From an optimization exercise on the open Yosys and OpenROAD flow, aimed at a short achievable clock period and few clock cycles per item; shortcuts taken in it are not production practice.
Function was checked by simulation only, so behaviour that the tests miss may differ from the original.
Power figures rest on the tool's default switching activity, not on a simulated workload.

<file path="flow/config.mk">
export PLATFORM = sky130hd
export DESIGN_NAME = ppm_frame_decoder_calibrated
export DESIGN_NICKNAME = ppm_frame_decoder_calibrated
export VERILOG_FILES = /design/flow/design.v
export SDC_FILE = /design/flow/constraint.sdc
export NUM_CORES = 4
export LEC_CHECK = 0
export CAP_MARGIN = 20
export CORE_MARGIN = 2
export CORE_UTILIZATION = 40
export CTS_CLUSTER_DIAMETER = 80
export CTS_CLUSTER_SIZE = 25
export PLACE_DENSITY = 0.6
export SETUP_SLACK_MARGIN = 5
export SLEW_MARGIN = 20
</file>
<file path="flow/constraint.sdc">
create_clock -name core_clock -period 10.0 [get_ports {i_clk}]
set_input_delay 2.0000 -clock core_clock [delete_from_list [all_inputs] [get_ports {i_clk}]]
set_output_delay 2.0000 -clock core_clock [all_outputs]
set_load 0.01 [all_outputs]
</file>
<file path="flow/design.v">
package ppmfd_pkg;
    localparam int AXIS_CHANNELS = 4;
    localparam int CH_W          = 2;
    localparam int US_W          = 16;
    localparam int AXIS_W        = 8;
    localparam int CFG_IDX_W     = 3;
    localparam int DIV_CNT_W     = $clog2(AXIS_W);
    typedef logic [US_W-1:0]      t_us;
    typedef logic [AXIS_W-1:0]    t_axis;
    typedef logic [CFG_IDX_W-1:0] t_cfg_idx;
    typedef logic [CH_W-1:0]      t_ch;
    localparam t_cfg_idx CFG_CALIBRATE  = t_cfg_idx'(0);
    localparam t_cfg_idx CFG_BUTTON_THR = t_cfg_idx'(1);
    localparam t_cfg_idx CFG_SYNC_MIN   = t_cfg_idx'(2);
    localparam t_cfg_idx CFG_SYNC_MAX   = t_cfg_idx'(3);
    localparam t_cfg_idx CFG_CAL_STEP   = t_cfg_idx'(4);
    localparam t_cfg_idx CFG_JITTER     = t_cfg_idx'(5);
    localparam logic RST_CALIBRATE  = 1'b1;
    localparam t_us  RST_BUTTON_THR = t_us'(1500);
    localparam t_us  RST_SYNC_MIN   = t_us'(5000);
    localparam t_us  RST_SYNC_MAX   = t_us'(20000);
    localparam t_us  RST_CAL_STEP   = t_us'(200);
    localparam t_us  RST_JITTER     = t_us'(20);
    localparam t_us  RST_BOUND      = t_us'(1500);
    localparam t_axis AXIS_FULL = t_axis'(255);
endpackage
module ppmfd_add #(
    parameter int W = 16
) (
    input  logic [W-1:0] i_a,
    input  logic [W-1:0] i_b,
    input  logic         i_cin,
    output logic [W-1:0] o_sum,
    output logic         o_cout
);
    localparam int LV = $clog2(W);
    wire [(LV+1)*W-1:0] w_g;
    wire [(LV+1)*W-1:0] w_p;
    wire [W-1:0]        w_x;
    assign w_x        = i_a ^ i_b;
    assign w_p[W-1:0] = w_x;
    assign w_g[W-1:0] = (i_a & i_b) | {{(W-1){1'b0}}, w_x[0] & i_cin};
    genvar l, i;
    generate
        for (l = 0; l < LV; l++) begin : g_lv
            for (i = 0; i < W; i++) begin : g_bit
                if (i >= (1 << l)) begin : g_op
                    assign w_g[(l+1)*W+i] = w_g[l*W+i] | (w_p[l*W+i] & w_g[l*W+i-(1<<l)]);
                    assign w_p[(l+1)*W+i] = w_p[l*W+i] & w_p[l*W+i-(1<<l)];
                end else begin : g_pass
                    assign w_g[(l+1)*W+i] = w_g[l*W+i];
                    assign w_p[(l+1)*W+i] = w_p[l*W+i];
                end
            end
        end
    endgenerate
    if (W > 1) begin : g_wide
        assign o_sum = w_x ^ {w_g[LV*W +: W-1], i_cin};
    end else begin : g_narrow
        assign o_sum = w_x ^ i_cin;
    end
    assign o_cout = w_g[LV*W+W-1];
endmodule
module ppmfd_sub #(
    parameter int W = 16
) (
    input  logic [W-1:0] i_a,
    input  logic [W-1:0] i_b,
    output logic [W-1:0] o_diff,
    output logic         o_lt
);
    logic w_cout;
    ppmfd_add #(.W(W)) u_add (.i_a(i_a), .i_b(~i_b), .i_cin(1'b1), .o_sum(o_diff), .o_cout(w_cout));
    assign o_lt = !w_cout;
endmodule
module ppmfd_sub3 #(
    parameter int W = 18
) (
    input  logic [W-1:0] i_x,
    input  logic [W-1:0] i_y,
    input  logic [W-1:0] i_z,
    output logic [W-1:0] o_diff
);
    logic [W-1:0] w_y, w_z, w_s, w_k;
    logic         w_cout;
    assign w_y = ~i_y;
    assign w_z = ~i_z;
    assign w_s = i_x ^ w_y ^ w_z;
    assign w_k = (i_x & w_y) | (i_x & w_z) | (w_y & w_z);
    ppmfd_add #(.W(W)) u_add (.i_a(w_s), .i_b({w_k[W-2:0], 1'b1}), .i_cin(1'b1),
                              .o_sum(o_diff), .o_cout(w_cout));
endmodule
module ppm_frame_decoder_calibrated #(
    parameter int FRAME_SLOTS = 7
) (
    input  logic         i_clk,
    input  logic         i_rst_n,
    input  logic         i_in_valid,
    output logic         o_in_ready,
    input  ppmfd_pkg::t_us i_in_interval_us,
    output logic         o_out_valid,
    input  logic         i_out_ready,
    output ppmfd_pkg::t_axis o_out_axis_x,
    output ppmfd_pkg::t_axis o_out_axis_y,
    output ppmfd_pkg::t_axis o_out_axis_rx,
    output ppmfd_pkg::t_axis o_out_axis_ry,
    output logic         o_out_button_a,
    output logic         o_out_button_b,
    input  logic         i_cfg_valid,
    output logic         o_cfg_ready,
    input  ppmfd_pkg::t_cfg_idx i_cfg_idx,
    input  ppmfd_pkg::t_us i_cfg_data
);
    localparam int NCH    = ppmfd_pkg::AXIS_CHANNELS;
    localparam int W      = ppmfd_pkg::US_W;
    localparam int AW     = ppmfd_pkg::AXIS_W;
    localparam int SLOT_W = $clog2(FRAME_SLOTS);
    localparam logic [SLOT_W-1:0] LAST_SLOT  = SLOT_W'(FRAME_SLOTS - 1);
    localparam int BTN_A_SLOT = NCH + 1;
    localparam int BTN_B_SLOT = NCH + 2;
    localparam int CH_Y  = 0;
    localparam int CH_RY = 1;
    localparam int CH_RX = 2;
    localparam int CH_X  = 3;
    localparam int FIFO_D  = 3;
    localparam int FIFO_AW = 2;
    localparam int RES_W   = 4 * AW + 2;
    localparam int OWED_OPEN = FIFO_D - 1;
    localparam int OWED_W    = 3;
    localparam int DIV_STEPS = AW / 2;
    localparam int TW        = W + 4;
    logic                 r_rst;
    logic                 r_iv;
    ppmfd_pkg::t_us       r_iv_data;
    logic                 r_cv;
    ppmfd_pkg::t_cfg_idx  r_cv_idx;
    ppmfd_pkg::t_us       r_cv_data;
    logic                 r_ready;
    logic                 r_ready_d;
    logic                 r_cfg_ready;
    logic                 r_cfg_ready_d;
    logic                 r_iv_raw;
    logic                 r_cv_raw;
    always_ff @(posedge i_clk) begin
        r_rst     <= !i_rst_n;
        r_iv_raw  <= i_in_valid && i_rst_n;
        r_cv_raw  <= i_cfg_valid && i_rst_n;
        r_ready_d <= r_ready;
        r_cfg_ready   <= i_rst_n;
        r_cfg_ready_d <= r_cfg_ready;
        r_iv_data <= i_in_interval_us;
        r_cv_idx  <= i_cfg_idx;
        r_cv_data <= i_cfg_data;
    end
    assign o_in_ready  = r_ready;
    assign o_cfg_ready = r_cfg_ready;
    assign r_iv = r_iv_raw && r_ready_d;
    assign r_cv = r_cv_raw && r_cfg_ready_d;
    logic           r_calibrate;
    ppmfd_pkg::t_us r_button_thr;
    ppmfd_pkg::t_us r_sync_min;
    ppmfd_pkg::t_us r_sync_max;
    ppmfd_pkg::t_us r_cal_step;
    ppmfd_pkg::t_us r_jitter;
    logic [SLOT_W-1:0] r_slot;
    ppmfd_pkg::t_us    r_store [FRAME_SLOTS];
    logic              r_resync;
    ppmfd_pkg::t_us    r_min   [NCH];
    ppmfd_pkg::t_us    r_max   [NCH];
    ppmfd_pkg::t_us    r_prev  [NCH];
    ppmfd_pkg::t_axis  r_axis  [NCH];
    logic [DIV_STEPS+5:0] r_stage;
    ppmfd_pkg::t_us r_p      [NCH];
    logic           r_cal_lo [NCH];
    logic           r_cal_hi [NCH];
    logic           r_j1     [NCH];
    logic           r_btn_a1, r_btn_b1;
    ppmfd_pkg::t_us r_diff [NCH];
    ppmfd_pkg::t_us r_span [NCH];
    logic           r_j    [NCH];
    logic           r_in   [NCH];
    logic           r_full [NCH];
    logic           r_btn_a, r_btn_b;
    ppmfd_pkg::t_axis r_q      [NCH];
    logic             r_r_lt_d [NCH];
    logic             r_j2     [NCH];
    logic             r_in2    [NCH];
    logic             r_full2  [NCH];
    logic             r_btn_a2, r_btn_b2;
    logic [W+1:0]     r_span3 [NCH];
    ppmfd_pkg::t_us   r_rem [NCH];
    ppmfd_pkg::t_axis r_sh  [NCH];
    logic [OWED_W-1:0]  r_owed;
    logic               r_drop_d;
    logic               r_out_valid;
    logic [RES_W-1:0]   r_out;
    logic [RES_W-1:0]   r_fifo [FIFO_D];
    logic [FIFO_AW-1:0] r_rd, r_wr;
    logic [FIFO_AW:0]   r_cnt;
    logic [SLOT_W-1:0] n_slot;
    logic              w_sync_hit;
    logic              w_close;
    logic              w_drop;
    logic              w_good;
    logic              w_above_min;
    logic              w_below_max;
    logic              w_s0_low;
    ppmfd_pkg::t_us    w_unused0, w_unused1, w_unused2;
    ppmfd_sub #(.W(W)) u_sync_lo (.i_a(r_sync_min), .i_b(r_iv_data), .o_diff(w_unused0), .o_lt(w_above_min));
    ppmfd_sub #(.W(W)) u_sync_hi (.i_a(r_iv_data), .i_b(r_sync_max), .o_diff(w_unused1), .o_lt(w_below_max));
    ppmfd_sub #(.W(W)) u_s0      (.i_a(r_store[0]), .i_b(r_sync_min), .o_diff(w_unused2), .o_lt(w_s0_low));
    always_comb begin
        n_slot     = (r_slot == LAST_SLOT) ? '0 : r_slot + SLOT_W'(1);
        w_sync_hit = r_resync && w_above_min && w_below_max;
        w_close    = r_iv && (n_slot == LAST_SLOT);
        w_drop     = !w_sync_hit && w_s0_low;
        w_good     = w_close && !w_drop;
    end
    logic [NCH-1:0][W:0] w_pv_lo;
    logic [NCH-1:0][W:0] w_pv_hi;
    logic [W:0]          r_pv_lo [NCH];
    logic [W:0]          r_pv_hi [NCH];
    generate
        for (genvar gp = 0; gp < NCH; gp++) begin : g_pv
            ppmfd_add #(.W(W+1)) u_pv_lo (.i_a({1'b0, r_prev[gp]}), .i_b(~{1'b0, r_jitter}), .i_cin(1'b1),
                                          .o_sum(w_pv_lo[gp]), .o_cout());
            ppmfd_add #(.W(W+1)) u_pv_hi (.i_a({1'b0, r_prev[gp]}), .i_b({1'b0, r_jitter}), .i_cin(1'b0),
                                          .o_sum(w_pv_hi[gp]), .o_cout());
        end
    endgenerate
    always_ff @(posedge i_clk) begin
        for (int c = 0; c < NCH; c++) begin
            r_pv_lo[c] <= w_pv_lo[c];
            r_pv_hi[c] <= w_pv_hi[c];
        end
    end
    logic [NCH-1:0][W+1:0] w_lo_room;
    logic [NCH-1:0][W+1:0] w_hi_room;
    logic [NCH-1:0]        w_pv_lo_lt_p;
    logic [NCH-1:0]        w_p_lt_pv_hi;
    logic [NCH-1:0]        w_p_lt_lo;
    logic [NCH-1:0]        w_hi_lt_p;
    logic                  w_thr_lt_a, w_thr_lt_b;
    ppmfd_pkg::t_us        w_unused3, w_unused4;
    logic         w_cal_lo   [NCH];
    logic         w_cal_hi   [NCH];
    logic         w_j        [NCH];
    genvar gc;
    generate
        for (gc = 0; gc < NCH; gc++) begin : g_a1
            ppmfd_sub3 #(.W(W+2)) u_lo_room (.i_x({2'b0, r_min[gc]}), .i_y({2'b0, r_store[gc+1]}),
                                             .i_z({2'b0, r_cal_step}), .o_diff(w_lo_room[gc]));
            ppmfd_sub3 #(.W(W+2)) u_hi_room (.i_x({2'b0, r_store[gc+1]}), .i_y({2'b0, r_max[gc]}),
                                             .i_z({2'b0, r_cal_step}), .o_diff(w_hi_room[gc]));
            ppmfd_sub #(.W(W)) u_p_lo  (.i_a(r_store[gc+1]), .i_b(r_min[gc]),  .o_diff(), .o_lt(w_p_lt_lo[gc]));
            ppmfd_sub #(.W(W)) u_hi_p  (.i_a(r_max[gc]),     .i_b(r_store[gc+1]), .o_diff(), .o_lt(w_hi_lt_p[gc]));
            ppmfd_sub #(.W(W))   u_pv_lo (.i_a(r_pv_lo[gc][W-1:0]), .i_b(r_store[gc+1]), .o_diff(), .o_lt(w_pv_lo_lt_p[gc]));
            ppmfd_sub #(.W(W+1)) u_pv_hi (.i_a({1'b0, r_store[gc+1]}), .i_b(r_pv_hi[gc]), .o_diff(), .o_lt(w_p_lt_pv_hi[gc]));
        end
    endgenerate
    ppmfd_sub #(.W(W)) u_btn_a (.i_a(r_button_thr), .i_b(r_store[BTN_A_SLOT]), .o_diff(w_unused3), .o_lt(w_thr_lt_a));
    ppmfd_sub #(.W(W)) u_btn_b (.i_a(r_button_thr), .i_b(r_store[BTN_B_SLOT]), .o_diff(w_unused4), .o_lt(w_thr_lt_b));
    always_comb begin
        for (int c = 0; c < NCH; c++) begin
            w_cal_lo[c]  = r_calibrate && w_p_lt_lo[c] && w_lo_room[c][W+1];
            w_cal_hi[c]  = r_calibrate && w_hi_lt_p[c] && w_hi_room[c][W+1];
            w_j[c]       = (r_pv_lo[c][W] || w_pv_lo_lt_p[c]) && w_p_lt_pv_hi[c];
        end
    end
    ppmfd_pkg::t_us w_lo_new [NCH];
    ppmfd_pkg::t_us w_hi_new [NCH];
    logic [NCH-1:0][W-1:0] w_p_lo;
    logic [NCH-1:0][W-1:0] w_hi_p;
    logic [NCH-1:0][W-1:0] w_hi_lo;
    logic [NCH-1:0]        w_lo_lt_p;
    logic [NCH-1:0]        w_p_lt_hi;
    logic [NCH-1:0]        w_lo_lt_hi;
    ppmfd_pkg::t_us w_a_diff [NCH];
    ppmfd_pkg::t_us w_a_span [NCH];
    logic           w_a_in   [NCH];
    logic           w_a_full [NCH];
    generate
        for (gc = 0; gc < NCH; gc++) begin : g_a2
            ppmfd_sub #(.W(W)) u_p_lo  (.i_a(r_p[gc]),   .i_b(r_min[gc]), .o_diff(w_p_lo[gc]),  .o_lt());
            ppmfd_sub #(.W(W)) u_hi_p  (.i_a(r_max[gc]), .i_b(r_p[gc]),   .o_diff(w_hi_p[gc]),  .o_lt());
            ppmfd_sub #(.W(W)) u_hi_lo (.i_a(r_max[gc]), .i_b(r_min[gc]), .o_diff(w_hi_lo[gc]), .o_lt());
            ppmfd_sub #(.W(W)) u_lo_p  (.i_a(r_min[gc]), .i_b(r_p[gc]),   .o_diff(), .o_lt(w_lo_lt_p[gc]));
            ppmfd_sub #(.W(W)) u_p_hi  (.i_a(r_p[gc]),   .i_b(r_max[gc]), .o_diff(), .o_lt(w_p_lt_hi[gc]));
            ppmfd_sub #(.W(W)) u_lo_hi (.i_a(r_min[gc]), .i_b(r_max[gc]), .o_diff(), .o_lt(w_lo_lt_hi[gc]));
        end
    endgenerate
    always_comb begin
        for (int c = 0; c < NCH; c++) begin
            w_lo_new[c] = r_cal_lo[c] ? r_p[c] : r_min[c];
            w_hi_new[c] = r_cal_hi[c] ? r_p[c] : r_max[c];
            w_a_diff[c] = r_cal_lo[c] ? '0 : w_p_lo[c];
            if (r_cal_lo[c])      w_a_span[c] = r_cal_hi[c] ? '0 : w_hi_p[c];
            else if (r_cal_hi[c]) w_a_span[c] = w_p_lo[c];
            else                  w_a_span[c] = w_hi_lo[c];
            w_a_in[c]   = !r_cal_lo[c] && !r_cal_hi[c] && w_lo_lt_p[c] && w_p_lt_hi[c];
            if (r_cal_lo[c])      w_a_full[c] = 1'b0;
            else if (r_cal_hi[c]) w_a_full[c] = w_lo_lt_p[c];
            else                  w_a_full[c] = w_lo_lt_hi[c] && !w_p_lt_hi[c];
        end
    end
    logic [NCH-1:0]         w_r_lt_d;
    logic [NCH-1:0][TW-1:0] w_t1;
    logic [NCH-1:0][TW-1:0] w_t2;
    logic [NCH-1:0][TW-1:0] w_t3;
    logic [NCH-1:0][W+1:0]  w_span3;
    logic [TW-1:0]    w_trial [NCH];
    ppmfd_pkg::t_us   w_rem_next [NCH];
    logic [1:0]       w_digit [NCH];
    generate
        for (gc = 0; gc < NCH; gc++) begin : g_div
            ppmfd_sub  #(.W(W)) u_r_d (.i_a(r_rem[gc]), .i_b(r_diff[gc]), .o_diff(), .o_lt(w_r_lt_d[gc]));
            ppmfd_sub  #(.W(TW)) u_t1 (.i_a(w_trial[gc]), .i_b({4'b0, r_span[gc]}),
                                       .o_diff(w_t1[gc]), .o_lt());
            ppmfd_sub  #(.W(TW)) u_t2 (.i_a(w_trial[gc]), .i_b({3'b0, r_span[gc], 1'b0}),
                                       .o_diff(w_t2[gc]), .o_lt());
            ppmfd_sub  #(.W(TW)) u_t3 (.i_a(w_trial[gc]), .i_b({2'b0, r_span3[gc]}),
                                       .o_diff(w_t3[gc]), .o_lt());
            ppmfd_add  #(.W(W+2)) u_span3 (.i_a({2'b0, r_span[gc]}), .i_b({1'b0, r_span[gc], 1'b0}),
                                           .i_cin(1'b0), .o_sum(w_span3[gc]), .o_cout());
        end
    endgenerate
    always_comb begin
        for (int c = 0; c < NCH; c++) begin
            w_trial[c] = {2'b0, r_rem[c], r_sh[c][AW-1:AW-2]};
            if (!w_t3[c][TW-1]) begin
                w_digit[c]    = 2'd3;
                w_rem_next[c] = w_t3[c][W-1:0];
            end else if (!w_t2[c][TW-1]) begin
                w_digit[c]    = 2'd2;
                w_rem_next[c] = w_t2[c][W-1:0];
            end else if (!w_t1[c][TW-1]) begin
                w_digit[c]    = 2'd1;
                w_rem_next[c] = w_t1[c][W-1:0];
            end else begin
                w_digit[c]    = 2'd0;
                w_rem_next[c] = w_trial[c][W-1:0];
            end
        end
    end
    logic             w_f1_v;
    logic             w_f2_v;
    logic             w_f_v;
    ppmfd_pkg::t_axis w_axis_new [NCH];
    logic [RES_W-1:0] w_res;
    always_comb begin
        w_f1_v = r_stage[DIV_STEPS+3];
        w_f2_v = r_stage[DIV_STEPS+4];
        w_f_v  = r_stage[DIV_STEPS+5];
        for (int c = 0; c < NCH; c++) begin
            if (r_j2[c]) begin
                if (r_in2[c])        w_axis_new[c] = r_q[c] - AW'(r_r_lt_d[c]);
                else if (r_full2[c]) w_axis_new[c] = ppmfd_pkg::AXIS_FULL;
                else                 w_axis_new[c] = '0;
            end else begin
                w_axis_new[c] = r_axis[c];
            end
        end
        w_res = {r_axis[CH_X], r_axis[CH_Y], r_axis[CH_RX], r_axis[CH_RY],
                 r_btn_a2, r_btn_b2};
    end
    logic w_take;
    logic w_head_new;
    logic [FIFO_AW-1:0] w_rd_next;
    logic [FIFO_AW-1:0] w_wr_inc;
    logic [FIFO_AW:0]   w_cnt_next;
    logic [OWED_W-1:0]  w_owed_up;
    always_comb begin
        w_take     = (r_cnt != '0) && i_out_ready;
        w_rd_next  = !w_take ? r_rd : (r_rd == FIFO_AW'(FIFO_D - 1)) ? '0 : r_rd + FIFO_AW'(1);
        w_wr_inc   = (r_wr == FIFO_AW'(FIFO_D - 1)) ? '0 : r_wr + FIFO_AW'(1);
        w_cnt_next = r_cnt + (FIFO_AW+1)'(w_f_v) - (FIFO_AW+1)'(w_take);
        w_head_new = (r_cnt == '0) || (r_cnt == (FIFO_AW+1)'(1) && w_take);
        w_owed_up  = r_owed + OWED_W'(w_close) - OWED_W'(r_drop_d);
    end
    always_ff @(posedge i_clk) begin
        r_out       <= w_head_new ? w_res : r_fifo[w_rd_next];
        r_out_valid <= i_rst_n && !r_rst && (w_cnt_next != '0);
        if (w_f_v) r_fifo[r_wr] <= w_res;
        if (r_rst) begin
            r_rd    <= '0;
            r_wr    <= '0;
            r_cnt   <= '0;
            r_owed  <= '0;
            r_drop_d <= 1'b0;
            r_ready <= 1'b1;
        end else begin
            r_rd    <= w_rd_next;
            if (w_f_v) r_wr <= w_wr_inc;
            r_cnt   <= w_cnt_next;
            r_owed  <= w_owed_up - OWED_W'(w_take);
            r_drop_d <= w_close && w_drop;
            r_ready <= (w_owed_up <= OWED_W'(OWED_OPEN));
        end
    end
    always_ff @(posedge i_clk) begin
        if (r_rst) begin
            r_calibrate  <= ppmfd_pkg::RST_CALIBRATE;
            r_button_thr <= ppmfd_pkg::RST_BUTTON_THR;
            r_sync_min   <= ppmfd_pkg::RST_SYNC_MIN;
            r_sync_max   <= ppmfd_pkg::RST_SYNC_MAX;
            r_cal_step   <= ppmfd_pkg::RST_CAL_STEP;
            r_jitter     <= ppmfd_pkg::RST_JITTER;
            r_slot       <= '0;
            r_resync     <= 1'b0;
            r_stage      <= '0;
            for (int k = 0; k < FRAME_SLOTS; k++) begin
                r_store[k] <= '0;
            end
            for (int k = 0; k < NCH; k++) begin
                r_min[k]  <= ppmfd_pkg::RST_BOUND;
                r_max[k]  <= ppmfd_pkg::RST_BOUND;
                r_prev[k] <= '0;
                r_axis[k] <= '0;
            end
        end else begin
            if (r_cv) begin
                case (r_cv_idx)
                    ppmfd_pkg::CFG_CALIBRATE:  r_calibrate  <= r_cv_data[0];
                    ppmfd_pkg::CFG_BUTTON_THR: r_button_thr <= r_cv_data;
                    ppmfd_pkg::CFG_SYNC_MIN:   r_sync_min   <= r_cv_data;
                    ppmfd_pkg::CFG_SYNC_MAX:   r_sync_max   <= r_cv_data;
                    ppmfd_pkg::CFG_CAL_STEP:   r_cal_step   <= r_cv_data;
                    ppmfd_pkg::CFG_JITTER:     r_jitter     <= r_cv_data;
                    default: ;
                endcase
            end
            if (r_iv) begin
                r_store[n_slot] <= r_iv_data;
                if (w_sync_hit) begin
                    r_store[0] <= r_iv_data;
                    r_slot     <= '0;
                    r_resync   <= 1'b0;
                end else begin
                    r_slot <= n_slot;
                end
                if (w_close && w_drop) begin
                    r_resync <= 1'b1;
                end
            end
            r_stage <= {r_stage[DIV_STEPS+4:0], w_good};
            if (r_stage[0]) begin
                for (int c = 0; c < NCH; c++) begin
                    r_prev[c] <= r_store[c + 1];
                end
            end
            if (r_stage[1]) begin
                for (int c = 0; c < NCH; c++) begin
                    r_min[c] <= w_lo_new[c];
                    r_max[c] <= w_hi_new[c];
                end
            end
            if (w_f2_v) begin
                for (int c = 0; c < NCH; c++) begin
                    r_axis[c] <= w_axis_new[c];
                end
            end
        end
    end
    always_ff @(posedge i_clk) begin
        if (r_stage[0]) begin
            for (int c = 0; c < NCH; c++) begin
                r_p[c]      <= r_store[c + 1];
                r_cal_lo[c] <= w_cal_lo[c];
                r_cal_hi[c] <= w_cal_hi[c];
                r_j1[c]     <= w_j[c];
            end
            r_btn_a1 <= !w_thr_lt_a;
            r_btn_b1 <= !w_thr_lt_b;
        end
        if (r_stage[1]) begin
            for (int c = 0; c < NCH; c++) begin
                r_diff[c] <= w_a_diff[c];
                r_span[c] <= w_a_span[c];
                r_j[c]    <= r_j1[c];
                r_in[c]   <= w_a_in[c];
                r_full[c] <= w_a_full[c];
            end
            r_btn_a <= r_btn_a1;
            r_btn_b <= r_btn_b1;
        end
        if (w_f1_v) begin
            for (int c = 0; c < NCH; c++) begin
                r_q[c]      <= r_sh[c];
                r_r_lt_d[c] <= w_r_lt_d[c];
                r_j2[c]     <= r_j[c];
                r_in2[c]    <= r_in[c];
                r_full2[c]  <= r_full[c];
            end
            r_btn_a2 <= r_btn_a;
            r_btn_b2 <= r_btn_b;
        end
        for (int c = 0; c < NCH; c++) begin
            if (r_stage[2]) begin
                r_rem[c] <= r_diff[c];
                r_span3[c] <= w_span3[c];
                r_sh[c]  <= '0;
            end else begin
                r_rem[c] <= w_rem_next[c];
                r_sh[c]  <= {r_sh[c][AW-3:0], w_digit[c]};
            end
        end
    end
    assign o_out_valid = r_out_valid;
    assign {o_out_axis_x, o_out_axis_y, o_out_axis_rx, o_out_axis_ry,
            o_out_button_a, o_out_button_b} = r_out;
endmodule
</file>
<file path="flow/flow/run.sh">
#!/bin/bash
MARGIN=${MARGIN:-7}
sed -E "s/SETUP_SLACK_MARGIN=[^ ]+/SETUP_SLACK_MARGIN=${MARGIN}/" standard.sh > standard_margin.sh
bash standard_margin.sh > standard.log 2>&1
status=$?
tail -5 standard.log
exit $status
</file>
<file path="flow/standard.sh">
#!/bin/bash
# synth_recipe.tcl (not shown) runs the flow's synth.tcl, then flattens the netlist and writes it again
# the make line also repeats each setting of config.mk as NAME=value (left out here)
make -C /OpenROAD-flow-scripts/flow DESIGN_CONFIG=/design/flow/config.mk WORK_HOME=/design/flow/orfs CLKGATE_MAP_FILE= SYNTH_SCRIPT=/design/flow/synth_recipe.tcl "${@:-finish}"
</file>
==> key figures, run 1 <==
Run status
  – Status: timing/DRC/antenna clean

Synthesis
  – Largest cells by area after synthesis: ha_1, edfxtp_1, dfxtp_1, inv_1, a21oi_1
  – Synth Area in Adders: roughly a quarter
  – Largest family of logic cells by synthesized area: adder cells
  – Mux cell area share after synthesis: 2.03%
  – Count of state elements after synthesis: ~1,200
  – Post-synthesis cell count: a little under 9,000
  – Number of synthesized flops with an enable pin: 556
  – Synthesized area per cell: about 9.4 sq um
  – Top cell type by total area after synthesis: ha_1
  – Count leader, synth: ha_1
  – Seq/Total Area, Yosys: about a third
  – XOR/XNOR Fraction of Synth Area: under 10%
  – Yosys warns: 73
  – Most frequent cells after synthesis: ha_1, inv_1, nand2_1, a21oi_1, dfxtp_1
  – Simple-gate share of the synthesized area: about an eighth
  – Synthesized Nets: roughly 10,000
  – Netlist cell types: roughly 100
  – Synthesized area: between 80,000 and 90,000 sq um
  – Primary FF master, synth: dfxtp_1
  – Post-synthesis compound-gate area fraction: between 10% and 20%
  – Synth async-reset ratio: 0%
  – Yosys top cell area share: about 20%

Critical path
  – CP Buf/Inv Count: 1
  – Critical Path RT: around 8000 ps
  – Slowest stage delay, CP: ~370 ps
  – Slowest cell on crit path: dfxtp_2
  – Crit-path cells: buf_6
  – WP data arrival: about 1200 ps
  – Largest fanout on the critical path: 2
  – Setup crit start kind: register
  – Reg2Reg Setup Slack: approximately 6800 ps
  – Setup crit end kind: output pin
  – Crit path max-delay family: flip-flops
  – Critical path type: reg -> out

Layout
  – Layout area overhead: 15.5%
  – Share of cells above drive strength 1: a little over an eighth
  – Fin nets: 10,774
  – Final instance area: a little under 100,000 sq um
  – Layout Cells excl Fill: 12,129

Power
  – P per Cell Area: approximately 170 nW/um^2
  – VDD IR max: between 0.0001 and 0.00015 V
  – Total power: 16.8 mW
  – LEAKAGE: 42.2 nW

Timing
  – Final setup viols: 0
  – Final Hold Viols: 0
  – Clk_skew: 45.4 ps
  – Setup TNS: 0 ps
  – Slew of the pin with the lowest slew margin: around 1300 ps
  – Slew Limit Fails: 0
  – Max-slew headroom: ~16%
  – RSZ-0062 raised after global routing: yes
  – Min Tclk post-route: 3240 ps
  – Final period util: roughly 32%
  – Fmax: slightly above 300 MHz

Placement
  – Placed Area: approximately 88,000 sq um
  – Detailed Place HPWL: between 150 and 200 mm
  – Placer Congestion: approximately 0.9
  – Count of input and output buffers: 76
  – Cells after DPL: 11,647

Floorplanning
  – IO Count: between 70 and 80
  – Die W: ~460 um
  – Initial Utilization: roughly two fifths
  – Die Area: between 200,000 and 250,000 sq um
  – Area of the core: around 210,000 sq um
  – FP Rows: between 150 and 200
  – Die Y: roughly 460 um

Route
  – Via density: 5.44
  – DR DRC count: 0
  – Detailed Route WL: about 240 mm
  – Initial DRC Count: between 5,000 and 6,000
  – First-pass DRT Iterations: 5
  – Post-route ant nets: 0
  – Routed via count: approximately 66,000
  – Avg WL per Cell: ~20 um

GRT
  – First-pass GRT wire length: 370 mm
  – Total GRT Usage: roughly 22%
  – Number of global-route vias before repair: around 64,000
  – Initial antenna violation count: 15
  – Largest net degree at the start of global routing: 126
  – Total grt overflow: 0

Clocking
  – Clock tree buffer depth: 3
  – H-tree Lvls: 3
  – Post-CTS Hold Fix Bufs: 0
  – CTS tree: yes
  – Clock Latency Late Sink: just under 800 ps
  – CTS Buf Count: 91
  – Sink Count: ~1,200
  – Clk slew on worst S/H paths: 90 ps
  – Root buffer cell: clkbuf_16

Flow run
  – # Max-Cap Violations: 0

Min path
  – Worst hold path class: reg -> reg
logic make-up (layout without fill, tap and decap cells):
logic type               after synthesis  in the layout
AO/OA/AOI/OAI                       2251           2257
XOR/XNOR                             425            425
adder cells (fa/ha/maj)             1496           1496
buffers and inverters               1161           1517
flip-flops                          1191           1191
multiplexers                         168            168
other                                  0              6
AND/OR/NAND/NOR                     2260           2264
report_power, final:
| part | switching (mW) | internal, mW | leakage (nW) |
|---|---|---|---|
| Combinational | 3.58 | 3.21 | 30.2 |
| Sequential | 0.458 | 5.43 | 10.4 |
| Clock | 2.20 | 1.93 | 1.62 |
path summary, 6_finish.rpt:
kind                                                  from               endpoint  cells after the start
worst max register to register  r_cal_step[1]$_SDFFE_PP0P_  r_cal_hi[1]$_DFFE_PP_                     13
worst min register to register         r_cfg_ready$_DFF_P_  r_cfg_ready_d$_DFF_P_                      0
worst min-delay path                   r_cfg_ready$_DFF_P_  r_cfg_ready_d$_DFF_P_                      0
worst max-delay path                    r_ready$_SDFF_PP1_             o_in_ready                      1
area by class of cell:
class	instances	area, sq um
clock buffers	103	2410
multi-input cells	6610	53700
diodes	6	15.0
inverters	922	3530
clock inverters	69	927
flip-flops and latches	1191	29600
fillers	19731	112000
well taps	2805	3510
repair buffers	423	3790
cells in the final DEF, fill, tap and decap left out, types with 46 or more instances in the layout:
cell type	Yosys	routed
xnor2_1	283	278
a211oi_1	102	79
nor3_1	154	143
mux2i_1	148	143
o21ai_0	398	313
a21oi_2	4	70
buf_6	2	58
dfxtp_1	635	539
o211ai_1	120	120
a21o_1	277	277
fa_1	154	139
inv_2	1	46
buf_4	6	290
ha_1	1341	1275
edfxtp_1	556	556
nor2_1	599	582
clkbuf_16	0	97
nand2b_1	149	148
o21a_1	154	149
nand2_1	756	749
nor2b_1	180	168
a21oi_1	665	589
and3_1	48	46
or3_1	59	57
nand3_1	112	106
inv_1	920	857
dfxtp_2	0	74
ha_4	0	48
xor2_1	142	140
repair_timing:
| action | in CTS | in global routing |
|---|---|---|
| resized for setup | 606 | 430 |
| endpoints found under the setup margin | 372 | 221 |
| pin swaps | 129 | 227 |
| setup buffers | 171 | 114 |
| gates cloned | 12 | 7 |
metrics by stage:
stage                     hold WS (ps)  setup WS, ps  utilization (%)
after floorplan                    382          6430                -
after global placement             346          5610             42.1
after detailed placement           340          5530             42.1
after CTS                          369          6690             45.2
after global routing               386          6700             46.5
final                              380          6760             46.5
per-layer routing:
layer | global-route usage, % | vias up | wire (um)
met5 | 0 | - | 13
met4 | 5.98 | 2 | 6810
met3 | 2.40 | 322 | 12000
met2 | 34.7 | 1695 | 109000
met1 | 30.8 | 31862 | 116000
li1 | - | 32153 | -
state kept, by name (all words and copies together) (netlist names), 34 cells and up:
register and cells:
r_store 112, r_fifo 102, r_span3 72, r_pv_hi 68
r_diff 64, r_max 64, r_min 64, r_p 64
r_prev 64, r_pv_lo 64, r_rem 64, r_span 64
r_out 34
Testbench counts, summed over its fixed seeds: cycles 11,296, frames 1,590.
==> run 2, diff against run 1 <==
--- a/flow/config.mk
+++ b/flow/config.mk
@@ -10,5 +10,5 @@
 export CORE_UTILIZATION = 40
 export CTS_CLUSTER_DIAMETER = 80
-export CTS_CLUSTER_SIZE = 25
+export CTS_CLUSTER_SIZE = 20
 export PLACE_DENSITY = 0.6
 export SETUP_SLACK_MARGIN = 5
==> run 2 against run 1 <==
  * Global-route usage shrank 0.066 points
  * Core utilization is 0.12 points lower
  * Combinational power shrank 2%
==> key figures, run 2 <==
Route
  – Post-route ant nets: 0 (unchanged)
  – Initial DRC Count: 4,833 (-4.5%)
  – Max layer used: met5
  – DR DRC count: 0 (unchanged)
  – M1 WL: 115 mm (-1.1%)
  – Detailed Route WL: 242 mm (-0.74%)
  – Via density: 5.43 (-0.32%)
  – Met2 wire len: 108 mm (-0.49%)
  – Routed via count: 65,817 (-0.33%)
  – Met3 routed WL: 12.0 mm (+0.63%)
  – Avg WL per Cell: 19.9 um (-0.73%)
  – First-pass DRT Iterations: 6 (+1)

Layout
  – Commonest cells after routing, fill and taps aside: ha_1, inv_1, nand2_1
  – Largest regs: r_store: 112 flops, r_fifo: 102 flops, r_span3: 72 flops
  – Fin nets: 10,772 (-0.019%)
  – Largest register FFs: 112 (unchanged)
  – Commonest non-fill, non-tap cell in the layout: ha_1
  – Share of cells above drive strength 1: 13.1% (-0.21 points)
  – Layout area overhead: 15.1%
  – Biggest register: r_store
  – Final instance area: 97,200 sq um (-0.27%)

Timing
  – Max-slew headroom: 17.6% (+1.8 points)
  – RSZ-0062 raised after global routing: yes
  – Slew Limit Fails: 0 (unchanged)
  – Final period util: 32.4% (about the same)
  – Final setup viols: 0 (unchanged)
  – Slew of the pin with the lowest slew margin: 1230 ps (-26.8 ps)
  – Setup TNS: 0 ps (unchanged)
  – Fmax: 308 MHz (about the same)
  – Final Hold Viols: 0 (unchanged)
  – Min Tclk post-route: 3240 ps (-0.880 ps)
  – Clk_skew: 42.9 ps (-2.58 ps)

Clocking
  – Clk slew on worst S/H paths: 80 ps (about the same)
  – Root buffer cell: clkbuf_16
  – Clock tree buffer depth: 3 (unchanged)
  – Post-CTS Hold Fix Bufs: 0 (unchanged)
  – CTS tree: yes
  – Sink Count: 1,191 (unchanged)
  – Clock Latency Late Sink: 770 ps (about the same)
  – CTS Buf Count: 94 (+3.3%)
  – H-tree Lvls: 3 (unchanged)

Floorplanning
  – IO Count: 77 (unchanged)
  – Area of the core: 210,000 sq um (unchanged)
  – Die W: 463 um (unchanged)
  – FP Rows: 168 (unchanged)
  – Die Area: 215,000 sq um (unchanged)
  – Die Y: 463 um (unchanged)
  – Initial Utilization: 40.2% (unchanged)

Power
  – NetSw: 6.00 mW (-3.8%)
  – Internal Power: 10.6 mW (+0.67%)
  – Clock power frac: 24.7% (+0.2 points)
  – VDD IR max: 0.000152 V (+2.5%)
  – Sw Ratio: 36.1% (-1.0 points)
  – LEAKAGE: 42.2 nW (-0.19%)
  – P per Cell Area: 171 nW/um^2 (-0.71%)
  – Comb power frac: 39.9% (-0.5 points)
  – Seq pwr share: 35.4% (+0.3 points)

Synthesis
  – Yosys top cell area share: 19.9% (unchanged)
  – Netlist cell types: 99 (unchanged)
  – Count of state elements after synthesis: 1,191 (unchanged)
  – Primary FF master, synth: dfxtp_1
  – Synthesized area per cell: 9.43 sq um (unchanged)
  – Synthesized area: 84,400 sq um (unchanged)
  – Synth async-reset ratio: 0% (unchanged)
  – Largest cells by area after synthesis: ha_1, edfxtp_1, dfxtp_1, inv_1, a21oi_1
  – Post-synthesis cell count: 8,952 (unchanged)
  – Most frequent cells after synthesis: ha_1, inv_1, nand2_1, a21oi_1, dfxtp_1
  – Synthesized Nets: 10,487 (unchanged)
  – Yosys warns: 73 (unchanged)
  – Number of synthesized flops with an enable pin: 556 (unchanged)
  – Count leader, synth: ha_1
  – Top cell type by total area after synthesis: ha_1
  – Seq/Total Area, Yosys: 34.8% (unchanged)

Critical path
  – RR Endpoint: r_cal_hi[1]$_DFFE_PP_
  – CP Buf/Inv Count: 1 (unchanged)
  – Largest fanout on the critical path: 2 (unchanged)
  – Crit-path cells: buf_6
  – WP data arrival: 1240 ps (about the same)
  – Crit path max-delay family: flip-flops
  – Setup crit end kind: output pin
  – R2r startpoint: r_cal_step[1]$_SDFFE_PP0P_
  – Slowest cell on crit path: dfxtp_2
  – Worst R2R Path Depth: 13 (unchanged)
  – Setup crit start kind: register
  – Critical Path Start: r_ready$_SDFF_PP1_
  – Critical Path RT: 8000 ps (about the same)
  – Reg2Reg Setup Slack: 6800 ps (+20 ps)
  – Slowest stage delay, CP: 370 ps (about the same)
  – Critical path type: reg -> out
  – Crit path capture: o_in_ready
  – Critical path depth in cells: 1 (unchanged)

Min path
  – Worst hold path class: reg -> reg
  – Hold_sp: r_cfg_ready$_DFF_P_

GRT
  – Total GRT Usage: 21.6% (-0.066 points)
  – Initial antenna violation count: 15 (unchanged)
  – Largest net degree at the start of global routing: 126 (unchanged)
  – Number of global-route vias before repair: 64,153 (-0.15%)
  – First-pass GRT wire length: 369 mm (-0.24%)
  – Total grt overflow: 0 (unchanged)

Run status
  – Status: timing/DRC/antenna clean

Placement
  – Placer Congestion: 0.912 (unchanged)
  – Placed Area: 88,300 sq um (unchanged)
  – Detailed Place HPWL: 180 mm (unchanged)
  – Count of input and output buffers: 76 (unchanged)

Flow run
  – # Max-Cap Violations: 0 (unchanged)
==> run 2: cell types whose count changed in the layout (fill, tap and decap cells not counted), moves of 5 or more <==
cell | previous run | this run
inv_16 | 14 | 2
buf_6 | 58 | 64
clkbuf_1 | 7 | 13
a211oi_1 | 79 | 84
clkbuf_16 | 97 | 102
clkbuf_8 | 3 | 8
o21ai_1 | 42 | 47
==> run 2: area by class of cell <==
cell class | instances | area, sq um
Multi-Input combinational cell | 6606 | 53500
Inverter | 922 | 3540
Timing Repair Buffer | 422 | 3740
Sequential cell | 1191 | 29600
Tap cell | 2805 | 3510
Clock buffer | 122 | 2690
Fill cell | 19744 | 113000
Clock inverter | 52 | 651
Antenna cell | 8 | 20.0
==> run 2: worst min-delay path by stage <==
stage	to	slack, ps	cells after the start
floorplan	r_cfg_ready_d$_DFF_P_	380	0
global placement	r_cfg_ready_d$_DFF_P_	350	0
detailed placement	r_cfg_ready_d$_DFF_P_	340	0
CTS	r_cfg_ready_d$_DFF_P_	370	0
global route	r_cfg_ready_d$_DFF_P_	380	0
finish	r_cfg_ready_d$_DFF_P_	370	0
==> run 2: worst register-to-register path, cell delays in order, from the launching register on <==
cell and delay (ps):
dfxtp_2 350, clkinvlp_4 110, buf_12 150, fa_1 470, ha_1 300, o21a_1 170, o21a_1 170, o21a_1 180
o21a_1 180, o21a_1 180, o211ai_1 220, a21oi_1 120, a2111o_1 310, a31oi_1 140
==> run 2: timing repair <==
action,4_1_cts,5_1_grt
gates resized for setup,597,424
endpoints found under the setup margin,370,222
cloned,7,5
buffers inserted,167,120
pin swaps,129,226
==> run 2: cells by family after synthesis <==
kind of cell | synth area share [%]
and+or+nand+nor | 12.5
DFF | 34.8
adders and majority gates | 23.5
xor gates and xnor gates | 4.41
muxes | 2.03
AOI/OAI and AO/OA | 17.5
buffers and inverters | 5.23
==> run 2: power by group through the flow <==
stage	registers [mW]	logic, mW	clock network [mW]
floorplan	5.78	4.15	0
global placement	5.96	5.16	0
detailed placement	5.95	5.27	0
CTS	5.86	5.95	4.21
global route	5.93	7.30	4.37
finish	5.89	6.65	4.11
==> run 2: per-layer routing <==
metal / global-route usage [%] / up-vias
met5: 0 / -
met3: 2.34 / 316
li1: - / 32145
met4: 5.90 / 2
met2: 34.5 / 1612
met1: 30.9 / 31742
==> run 2: per-stage QoR <==
step                      worst slack [ps]  power, mW  instances  util, %  hold WS, ps
final                                 6760       16.6      12128     46.3          372
after global routing                  6700       17.6      12124     46.3          382
after CTS                             6690       16.0      11995     45.1          366
after detailed placement              5530       11.2      11647     42.1          340
after global placement                5610       11.1      11645     42.1          346
after floorplan                       6430       9.93       8952        -          382
==> run 3, diff against run 2 <==
--- a/flow/design.v
+++ b/flow/design.v
@@ -219,6 +219,10 @@
     logic [NCH-1:0][W:0] w_pv_lo;
     logic [NCH-1:0][W:0] w_pv_hi;
+    logic [NCH-1:0][W:0] w_lo_ms;
+    logic [NCH-1:0][W:0] w_hi_ps;
     logic [W:0]          r_pv_lo [NCH];
     logic [W:0]          r_pv_hi [NCH];
+    logic [W:0]          r_lo_ms [NCH];
+    logic [W:0]          r_hi_ps [NCH];
     generate
         for (genvar gp = 0; gp < NCH; gp++) begin : g_pv
@@ -227,4 +231,8 @@
             ppmfd_add #(.W(W+1)) u_pv_hi (.i_a({1'b0, r_prev[gp]}), .i_b({1'b0, r_jitter}), .i_cin(1'b0),
                                           .o_sum(w_pv_hi[gp]), .o_cout());
+            ppmfd_add #(.W(W+1)) u_lo_ms (.i_a({1'b0, r_min[gp]}), .i_b(~{1'b0, r_cal_step}), .i_cin(1'b1),
+                                          .o_sum(w_lo_ms[gp]), .o_cout());
+            ppmfd_add #(.W(W+1)) u_hi_ps (.i_a({1'b0, r_max[gp]}), .i_b({1'b0, r_cal_step}), .i_cin(1'b0),
+                                          .o_sum(w_hi_ps[gp]), .o_cout());
         end
     endgenerate
@@ -233,8 +241,10 @@
             r_pv_lo[c] <= w_pv_lo[c];
             r_pv_hi[c] <= w_pv_hi[c];
+            r_lo_ms[c] <= w_lo_ms[c];
+            r_hi_ps[c] <= w_hi_ps[c];
         end
     end
-    logic [NCH-1:0][W+1:0] w_lo_room;
-    logic [NCH-1:0][W+1:0] w_hi_room;
+    logic [NCH-1:0]        w_lo_ms_lt_p;
+    logic [NCH-1:0]        w_p_lt_hi_ps;
     logic [NCH-1:0]        w_pv_lo_lt_p;
     logic [NCH-1:0]        w_p_lt_pv_hi;
@@ -249,8 +259,6 @@
     generate
         for (gc = 0; gc < NCH; gc++) begin : g_a1
-            ppmfd_sub3 #(.W(W+2)) u_lo_room (.i_x({2'b0, r_min[gc]}), .i_y({2'b0, r_store[gc+1]}),
-                                             .i_z({2'b0, r_cal_step}), .o_diff(w_lo_room[gc]));
-            ppmfd_sub3 #(.W(W+2)) u_hi_room (.i_x({2'b0, r_store[gc+1]}), .i_y({2'b0, r_max[gc]}),
-                                             .i_z({2'b0, r_cal_step}), .o_diff(w_hi_room[gc]));
+            ppmfd_sub #(.W(W))   u_lo_ms (.i_a(r_lo_ms[gc][W-1:0]), .i_b(r_store[gc+1]), .o_diff(), .o_lt(w_lo_ms_lt_p[gc]));
+            ppmfd_sub #(.W(W+1)) u_hi_ps (.i_a({1'b0, r_store[gc+1]}), .i_b(r_hi_ps[gc]), .o_diff(), .o_lt(w_p_lt_hi_ps[gc]));
             ppmfd_sub #(.W(W)) u_p_lo  (.i_a(r_store[gc+1]), .i_b(r_min[gc]),  .o_diff(), .o_lt(w_p_lt_lo[gc]));
             ppmfd_sub #(.W(W)) u_hi_p  (.i_a(r_max[gc]),     .i_b(r_store[gc+1]), .o_diff(), .o_lt(w_hi_lt_p[gc]));
@@ -263,6 +271,6 @@
     always_comb begin
         for (int c = 0; c < NCH; c++) begin
-            w_cal_lo[c]  = r_calibrate && w_p_lt_lo[c] && w_lo_room[c][W+1];
-            w_cal_hi[c]  = r_calibrate && w_hi_lt_p[c] && w_hi_room[c][W+1];
+            w_cal_lo[c]  = r_calibrate && w_p_lt_lo[c] && (r_lo_ms[c][W] || w_lo_ms_lt_p[c]);
+            w_cal_hi[c]  = r_calibrate && w_hi_lt_p[c] && w_p_lt_hi_ps[c];
             w_j[c]       = (r_pv_lo[c][W] || w_pv_lo_lt_p[c]) && w_p_lt_pv_hi[c];
         end
==> run 3 against run 2 <==
  * Synthesized cell count up 7.3%
  * Still clean
  * Flip-flop and latch count rose by 136
  * Worst hold slack lost 3.8 ps
  * Largest power group unchanged
==> key figures, run 3 <==
Run status
  – Status: timing/DRC/antenna clean

Clocking
  – Post-CTS Hold Fix Bufs: 0 (unchanged)
  – Root buffer cell: clkbuf_16
  – Clock Latency Late Sink: 780 ps (about the same)
  – Sink Count: 1,327 (+11%)
  – H-tree Lvls: 3 (unchanged)
  – CTS tree: yes
  – Clk slew on worst S/H paths: 80 ps (about the same)
  – CTS Buf Count: 104 (+11%)
  – Clock tree buffer depth: 3 (unchanged)

Layout
  – Largest register FFs: 112 (unchanged)
  – Commonest non-fill, non-tap cell in the layout: ha_1
  – Util after Layout: 46.4% (+0.074 points)
  – Largest regs: r_store: 112 flops, r_fifo: 102 flops, r_span3: 72 flops
  – Layout area overhead: 15.4%
  – Share of cells above drive strength 1: 12.7% (-0.46 points)
  – Commonest cells after routing, fill and taps aside: ha_1, inv_1, nand2_1
  – Fin nets: 11,399 (+5.8%)
  – Biggest register: r_store
  – Fillers: 20,946 (+6.1%)

Synthesis
  – Post-synthesis cell count: 9,602 (+7.3%)
  – Seq/Total Area, Yosys: 35.9% (+1.1 points)
  – Top cell type by total area after synthesis: ha_1
  – Synth async-reset ratio: 0% (unchanged)
  – Primary FF master, synth: dfxtp_1
  – Netlist cell types: 100 (+1.0%)
  – Synthesized area: 89,400 sq um (+6.0%)
  – Yosys top cell area share: 19.7% (-0.16 points)
  – Yosys warns: 77 (+5.5%)
  – Most frequent cells after synthesis: ha_1, inv_1, dfxtp_1, nand2_1, a21oi_1
  – Synthesized Nets: 11,093 (+5.8%)
  – Largest cells by area after synthesis: ha_1, edfxtp_1, dfxtp_1, a21oi_1, inv_1
  – Count of state elements after synthesis: 1,327 (+11%)
  – Synthesized area per cell: 9.32 sq um (-1.2%)
  – Count leader, synth: ha_1
  – Number of synthesized flops with an enable pin: 556 (unchanged)

Placement
  – Placer Congestion: 0.912 (about the same)
  – Detailed Place HPWL: 198 mm (+9.5%)
  – Count of input and output buffers: 76 (unchanged)

Route
  – Avg WL per Cell: 20.6 um (+3.3%)
  – First-pass DRT Iterations: 6 (unchanged)
  – Post-route ant nets: 0 (unchanged)
  – Routed via count: 71,352 (+8.4%)
  – Via density: 5.50 (+1.3%)
  – Detailed Route WL: 267 mm (+11%)
  – Initial DRC Count: 5,467 (+13%)
  – DR DRC count: 0 (unchanged)

Timing
  – RSZ-0062 raised after global routing: yes
  – Final Hold Viols: 0 (unchanged)
  – Slew of the pin with the lowest slew margin: 1170 ps (-59.4 ps)
  – Max-slew headroom: 21.8% (+4.3 points)
  – Final setup viols: 0 (unchanged)
  – Setup TNS: 0 ps (unchanged)
  – Clk_skew: 33.4 ps (-9.42 ps)
  – Fmax: 296 MHz (-4.0%)
  – Slew Limit Fails: 0 (unchanged)
  – Min Tclk post-route: 3380 ps (+136 ps)
  – Final period util: 33.8% (+1.4 points)

Critical path
  – WP data arrival: 1380 ps (+140 ps)
  – Worst R2R Path Depth: 12 (-1)
  – Setup crit start kind: register
  – RR Endpoint: r_span[3][14]$_DFFE_PP_
  – Crit path max-delay family: flip-flops
  – Setup crit end kind: output pin
  – Slowest cell on crit path: dfxtp_4
  – Critical Path RT: 8000 ps (about the same)
  – CP Buf/Inv Count: 1 (unchanged)
  – Critical Path Start: r_ready$_SDFF_PP1_
  – Crit-path cells: buf_6
  – R2r startpoint: r_p[3][0]$_DFFE_PP_
  – Critical path type: reg -> out
  – Slowest stage delay, CP: 480 ps (+110 ps)
  – Reg2Reg Setup Slack: 6820 ps (+20 ps)
  – Largest fanout on the critical path: 2 (unchanged)
  – Critical path depth in cells: 1 (unchanged)
  – Crit path capture: o_in_ready

Floorplanning
  – Area of the core: 222,000 sq um (+6.0%)
  – Die Y: 477 um (+2.9%)
  – Die W: 477 um (+2.9%)
  – IO Count: 77 (unchanged)
  – Die Area: 227,000 sq um (+5.9%)
  – Initial Utilization: 40.2% (about the same)
  – FP Rows: 173 (+3.0%)

GRT
  – Total GRT Usage: 22.3% (+0.70 points)
  – Initial antenna violation count: 14 (-1)
  – Largest net degree at the start of global routing: 125 (-0.79%)
  – Number of global-route vias before repair: 69,308 (+8.0%)
  – Total grt overflow: 0 (unchanged)
  – First-pass GRT wire length: 402 mm (+8.9%)

Flow run
  – # Max-Cap Violations: 0 (unchanged)

Power
  – P per Cell Area: 174 nW/um^2 (+1.4%)
  – VDD IR max: 0.000136 V (-10%)
  – LEAKAGE: 44.7 nW (+6.0%)

Min path
  – Worst hold path class: reg -> reg
## run 3: repair_timing
item                                    CTS  global route
buffers inserted                        134           136
endpoints found under the setup margin  319           246
gates cloned                             10            10
resized for setup                       542           492
pin swaps                               104           265
## run 3: layer usage
metal	global-route usage, %	vias to the layer above	share of wire, %
met5	0	-	0.015
li1	-	34782	-
met3	2.97	348	5.3
met1	31.2	34426	47
met2	35.6	1790	45
met4	6.66	6	3.1
## run 3: metrics by stage
step / total power, mW / area [sq um] / instances / hold WS (ps) / setup slack (ps)
floorplan: 10.6 / 89500 / 9602 / 382 / 6430
global placement: 11.8 / 93700 / 12486 / 350 / 5490
detailed placement: 11.9 / 93700 / 12486 / 345 / 5460
CTS: 17.1 / 99800 / 12826 / 369 / 6570
global route: 18.8 / 103000 / 12974 / 375 / 6550
finish: 17.9 / 103000 / 12978 / 369 / 6620
## run 3: cells by family after synthesis
kind of cell,after synthesis,synth area share (%)
mux,154,1.75
simple gates,2510,13.3
buf+inv,1185,5.03
xor+xnor,531,5.20
flops,1327,35.9
compound gates,2444,18.2
fa+ha+maj,1451,20.6
## run 3: power by group
part / internal (mW) / total [mW] / switching (mW)
registers: 5.99 / 6.46 / 0.477
logic: 3.28 / 6.89 / 3.61
clock network: 2.22 / 4.55 / 2.34
total: 11.5 / 17.9 / 6.43
## run 3: layout make-up
class | count | area, sq um | share of cell area [%]
Multi-Input combinational cell | 7094 | 55800 | 54.1
Sequential cell | 1327 | 32300 | 31.3
Timing Repair Buffer | 430 | 3990 | 3.87
Tap cell | 2975 | 3720 | 3.61
Inverter | 951 | 3650 | 3.54
Clock buffer | 133 | 2860 | 2.77
Clock inverter | 63 | 785 | 0.760
Antenna cell | 5 | 12.5 | 0.0121
## run 3: worst min path at each step
stage                              startpoint               endpoint  slack [ps]  cells past startpoint
final                     r_cfg_ready$_DFF_P_  r_cfg_ready_d$_DFF_P_         370                      0
after global placement    r_cfg_ready$_DFF_P_  r_cfg_ready_d$_DFF_P_         350                      0
after floorplan           r_cfg_ready$_DFF_P_  r_cfg_ready_d$_DFF_P_         380                      0
after detailed placement  r_cfg_ready$_DFF_P_  r_cfg_ready_d$_DFF_P_         350                      0
after global routing      r_cfg_ready$_DFF_P_  r_cfg_ready_d$_DFF_P_         370                      0
after CTS                 r_cfg_ready$_DFF_P_  r_cfg_ready_d$_DFF_P_         370                      0
Testbench counts of run 3, summed over its fixed seeds: cycles 11,296, frames 1,590.

static timing again, ports no longer ideal:
No port has a modelled driver above. Below, the same layouts with a new extraction and two added sets of constraints. Step 1 (the two cells are an assumption about what drives the block):
set clk [get_ports {i_clk}]
set_driving_cell -lib_cell sky130_fd_sc_hd__clkbuf_16 $clk
set_driving_cell -lib_cell sky130_fd_sc_hd__buf_2 [delete_from_list [all_inputs] $clk]
Step 2 moves the port delays by t, midway between the first and last clock arrival at a register: inputs arrive t later, outputs are due t later. That takes back most of the time a late clock gives input paths. Slacks: no drivers / after step 1 / after step 2; pairs: no drivers / after step 1.
run | t, ns | setup WS [ns] | worst register clock-pin slew, ns | worst data-port slew with drivers (ns)
run 1 | 0.852 | 6.757 / 6.665 / 6.253 | 0.10 / 0.10 | 0.03
run 2 | 0.837 | 6.758 / 6.664 / 6.259 | 0.09 / 0.09 | 0.03
run 3 | 0.849 | 6.622 / 6.532 / 6.276 | 0.09 / 0.09 | 0.04
After both steps setup and hold are still met in every run listed. The setup slack of run 1, which loses most, moves by -0.092 ns with the drivers and by -0.504 ns with both steps.
